This is an optimization exercise on Yosys and OpenROAD, whose aim is small area and a short achievable clock period, not a production implementation.

delta:
==> flow/design.v (excerpt) <==
module inv_shift_sub_stage #(
    parameter int TAG_W = 4
) (
    input  logic             CLK,
    input  logic             RST_N,
    input  logic             IN_VALID,
    output logic             IN_READY,
    input  logic [0:127]     IN,
    input  logic [TAG_W-1:0] IN_TAG,
    output logic             OUT_VALID,
    input  logic             OUT_READY,
    output logic [0:127]     OUT,
    output logic [TAG_W-1:0] OUT_TAG
);
    localparam int NEN = 16;           
    logic [NEN:0]      en;      
    logic              v1;
    logic [TAG_W-1:0]  tag1;
    logic [15:0][11:0] s1;      
    logic [15:0][11:0] s1_d;
    logic [15:0][7:0]  s2;      
    logic [15:0][7:0]  s2_d;
    g_ready u_ready (.out_valid(OUT_VALID), .out_ready(OUT_READY), .ready(IN_READY));
    for (genvar e = 0; e <= NEN; e++) begin : g_en
        g_ready u_en (.out_valid(OUT_VALID), .out_ready(OUT_READY), .ready(en[e]));
    end
    for (genvar k = 0; k < 16; k++) begin : g_byte
        localparam int COL = k / 4;
        localparam int ROW = k % 4;
        localparam int SRC = 4 * ((COL - ROW + 4) % 4) + ROW;
        logic [7:0]  x;
        logic [11:0] o1;
        logic [7:0]  r;
        logic [3:0]  t;
        logic [7:0]  y;
        assign x = IN[8*SRC +: 8];
        logic p8; g_xor u_p8 (.a(x[0]), .b(x[1]), .y(p8));
        logic p9; g_xor u_p9 (.a(x[2]), .b(x[5]), .y(p9));
        logic p10; g_xor u_p10 (.a(x[6]), .b(x[7]), .y(p10));
        logic p11; g_xor u_p11 (.a(x[2]), .b(x[3]), .y(p11));
        logic p12; g_xor u_p12 (.a(x[1]), .b(x[4]), .y(p12));
        logic p13; g_xor u_p13 (.a(x[3]), .b(x[5]), .y(p13));
        logic p14; g_xor u_p14 (.a(p8), .b(p9), .y(p14));
        logic p15; g_xor u_p15 (.a(x[0]), .b(x[4]), .y(p15));
        logic p16; g_xor u_p16 (.a(p8), .b(x[4]), .y(p16));
        logic p17; g_xor u_p17 (.a(p10), .b(p11), .y(p17));
        logic p18; g_xor u_p18 (.a(x[0]), .b(x[5]), .y(p18));
        logic p19; g_xor u_p19 (.a(p12), .b(p13), .y(p19));
        logic p20; g_xor u_p20 (.a(p13), .b(x[6]), .y(p20));
        logic p21; g_xor u_p21 (.a(p9), .b(p10), .y(p21));
        logic p22; g_xor u_p22 (.a(p14), .b(x[6]), .y(p22));
        logic p23; g_xor u_p23 (.a(x[1]), .b(x[2]), .y(p23));
        logic p24; g_xor u_p24 (.a(p8), .b(x[3]), .y(p24));
  ...
For scale: roughly 2,700 cells after synthesis, ~330 flip-flops, ~27,000 um^2 of cells after synthesis.
Settings: LEC_CHECK=0, CAP_MARGIN=20, CORE_MARGIN=2, CORE_UTILIZATION=22, PLACE_DENSITY=0.3, SETUP_SLACK_MARGIN=2.35, SLEW_MARGIN=20, SYNTH_HIERARCHICAL=1, TNS_END_PERCENT=0; clock period 5.0 ns.
standard.sh (not shown) runs the stock make flow with config.mk's settings and CLKGATE_MAP_FILE= SYNTH_SCRIPT=/design/flow/synth_recipe.tcl, a recipe that flattens the netlist after the stock synthesis.
==> flow/flow/run.sh <==
#!/bin/bash
set -euo pipefail
bash standard.sh BUFFER_PORTS_ARGS="-buffer_cell sky130_fd_sc_hd__buf_2" finish > run_make.log 2>&1
--- input diff delta..violet ---
--- a/flow/config.mk
+++ b/flow/config.mk
@@ -12 +12 @@
-export SETUP_SLACK_MARGIN = 2.35
+export SETUP_SLACK_MARGIN = 2.0
@@ -15 +14,0 @@
-export TNS_END_PERCENT = 0
Results
Required time reported for the critical path endpoint: violet vs delta up 1330 ps
For the headroom to the max-slew limit, violet came in 0.40 points higher than delta did.
Of delta and violet, violet shows the higher ratio of final minimum period to clock period, with delta below it.
Going from delta to violet, design area shrank by a few percent.
Comparing delta against violet, there is no change at all in buffer levels on the longest clock path.
Changes observed in violet relative to delta: clock-cell share of area neither gained nor lost much, number of cell rows neither gained nor lost much, clock skew after layout neither gained nor lost much, final critical-path setup slack lost 140 ps.
The following lists how yarrow was set up differently from violet:
--- a/flow/config.mk
+++ b/flow/config.mk
@@ -10,0 +11,2 @@
+export CTS_BUF_LIST = sky130_fd_sc_hd__clkbuf_4 sky130_fd_sc_hd__clkbuf_8
+export CTS_CLUSTER_SIZE = 20
@@ -12 +14 @@
-export SETUP_SLACK_MARGIN = 2.0
+export SETUP_SLACK_MARGIN = 2.35
--- outcome ---
- yarrow: flow completed, timing, DRC and antenna clean
- The startpoint of the most critical setup path comes out s1[8]$_DFFE_PP_ in one run and OUT_READY in the other, namely in violet and yarrow respectively.
- Clock buffer and inverter area fraction after layout: yarrow vs violet — no meaningful difference
- Where worst hold slack is concerned, violet is better than yarrow.
- Comparing yarrow and violet, the higher met3 layer wire length in the routed design is on yarrow.
- Comparing yarrow and violet, final routed wirelength across all metal layers is higher on yarrow.
- yarrow gives less multi-input gate share of total cell area than violet did.
- yarrow has more setup slack than violet.
Inputs modified between yarrow and zinc:
--- a/flow/config.mk
+++ b/flow/config.mk
@@ -11,2 +10,0 @@
-export CTS_BUF_LIST = sky130_fd_sc_hd__clkbuf_4 sky130_fd_sc_hd__clkbuf_8
-export CTS_CLUSTER_SIZE = 20
@@ -14 +12 @@
-export SETUP_SLACK_MARGIN = 2.35
+export SETUP_SLACK_MARGIN = 2.5
@@ -16,0 +15 @@
+export TNS_END_PERCENT = 0
Of yarrow and zinc, zinc shows the lower aggregate routed wire length, with yarrow above it. The insertion delay to the later sink of the worst-skew pair of zinc is lower than that of yarrow. Final critical-path share of the clock period for zinc: 1.5 points down relative to yarrow. Of yarrow and zinc, the run reporting the lower placer congestion estimate was yarrow. Higher buffer count from post-CTS setup fixing goes to zinc over yarrow.
Input changes introduced in raven (baseline for comparison: zinc):
--- a/flow/config.mk
+++ b/flow/config.mk
@@ -10,3 +10,3 @@
-export CORE_UTILIZATION = 22
-export PLACE_DENSITY = 0.3
-export SETUP_SLACK_MARGIN = 2.5
+export CORE_UTILIZATION = 15
+export PLACE_DENSITY = 0.25
+export SETUP_SLACK_MARGIN = 2.35
@@ -15 +14,0 @@
-export TNS_END_PERCENT = 0
Notes after the runs:
Global routing usage on met3: higher on zinc. Changes observed in raven relative to zinc: number of tap cells inserted rose by 743; core region area saw an increase; total placed instance area climbed about 3%.
Function was not checked in any run of this note: the RTL went through the layout flow alone.


Starting RTL as in the previous note.
export LEC_CHECK = 0
export CAP_MARGIN = 20
export CORE_MARGIN = 2
export CORE_UTILIZATION = 22
export PLACE_DENSITY = 0.3
export SETUP_SLACK_MARGIN = 2.2
export SLEW_MARGIN = 20
export SYNTH_HIERARCHICAL = 1
create_clock -name core_clock -period 5.0 [get_ports {CLK}]
Scripts as last shown in full above: flow/flow/run.sh
Then changed:
SETUP_SLACK_MARGIN = 2.35   (was 2.2)
Result: Via count went up slightly. Routed wire length rose slightly. Global-route usage came out higher by 0.12 points. Sequential share of layout area went down by 0.70 points. Clock skew hardly moves. Fmax rises by a few percent. Area after synthesis stays the same. Hold slack barely changes.
Function was not checked in any run of this note: the RTL went through the layout flow alone.

==> afterwards: timing with drivers on the ports <==
The results above use ideal ports. As a check the final layouts listed here were re-extracted and re-timed, cells and wires unchanged.
Step 1 assumes that a clkbuf_16 drives the clock port and a buf_2 every other input.
Step 2 also shifts input and output timing later by t, the mid clock arrival at the registers, as if the neighbouring blocks saw the same clock.
Slacks: ideal ports / drivers / drivers and shift; pairs: ideal ports / drivers.
run | shift t [ns] | setup WS [ns] | worst setup path at the end | cell pins on the clock port's net
delta | 0.657 | 2.374 / 2.333 / 1.909 | input to register | 1
violet | 0.657 | 2.238 / 2.214 / 1.907 | input to register | 1
yarrow | 0.716 | 2.403 / 2.349 / 1.907 | input to register | 1
zinc | 0.672 | 2.479 / 2.430 / 1.877 | input to register | 1
raven | 0.700 | 2.422 / 2.372 / 1.879 | input to register | 1
the first run of note 2 | 0.658 | 2.352 / 2.290 / 1.908 | input to register | 1
the second run of note 2 | 0.657 | 2.435 / 2.381 / 1.907 | input to register | 1
After both steps every run listed still meets setup and hold. The setup slack of zinc, which loses most, moves by -0.049 ns with the drivers and by -0.602 ns with both steps.
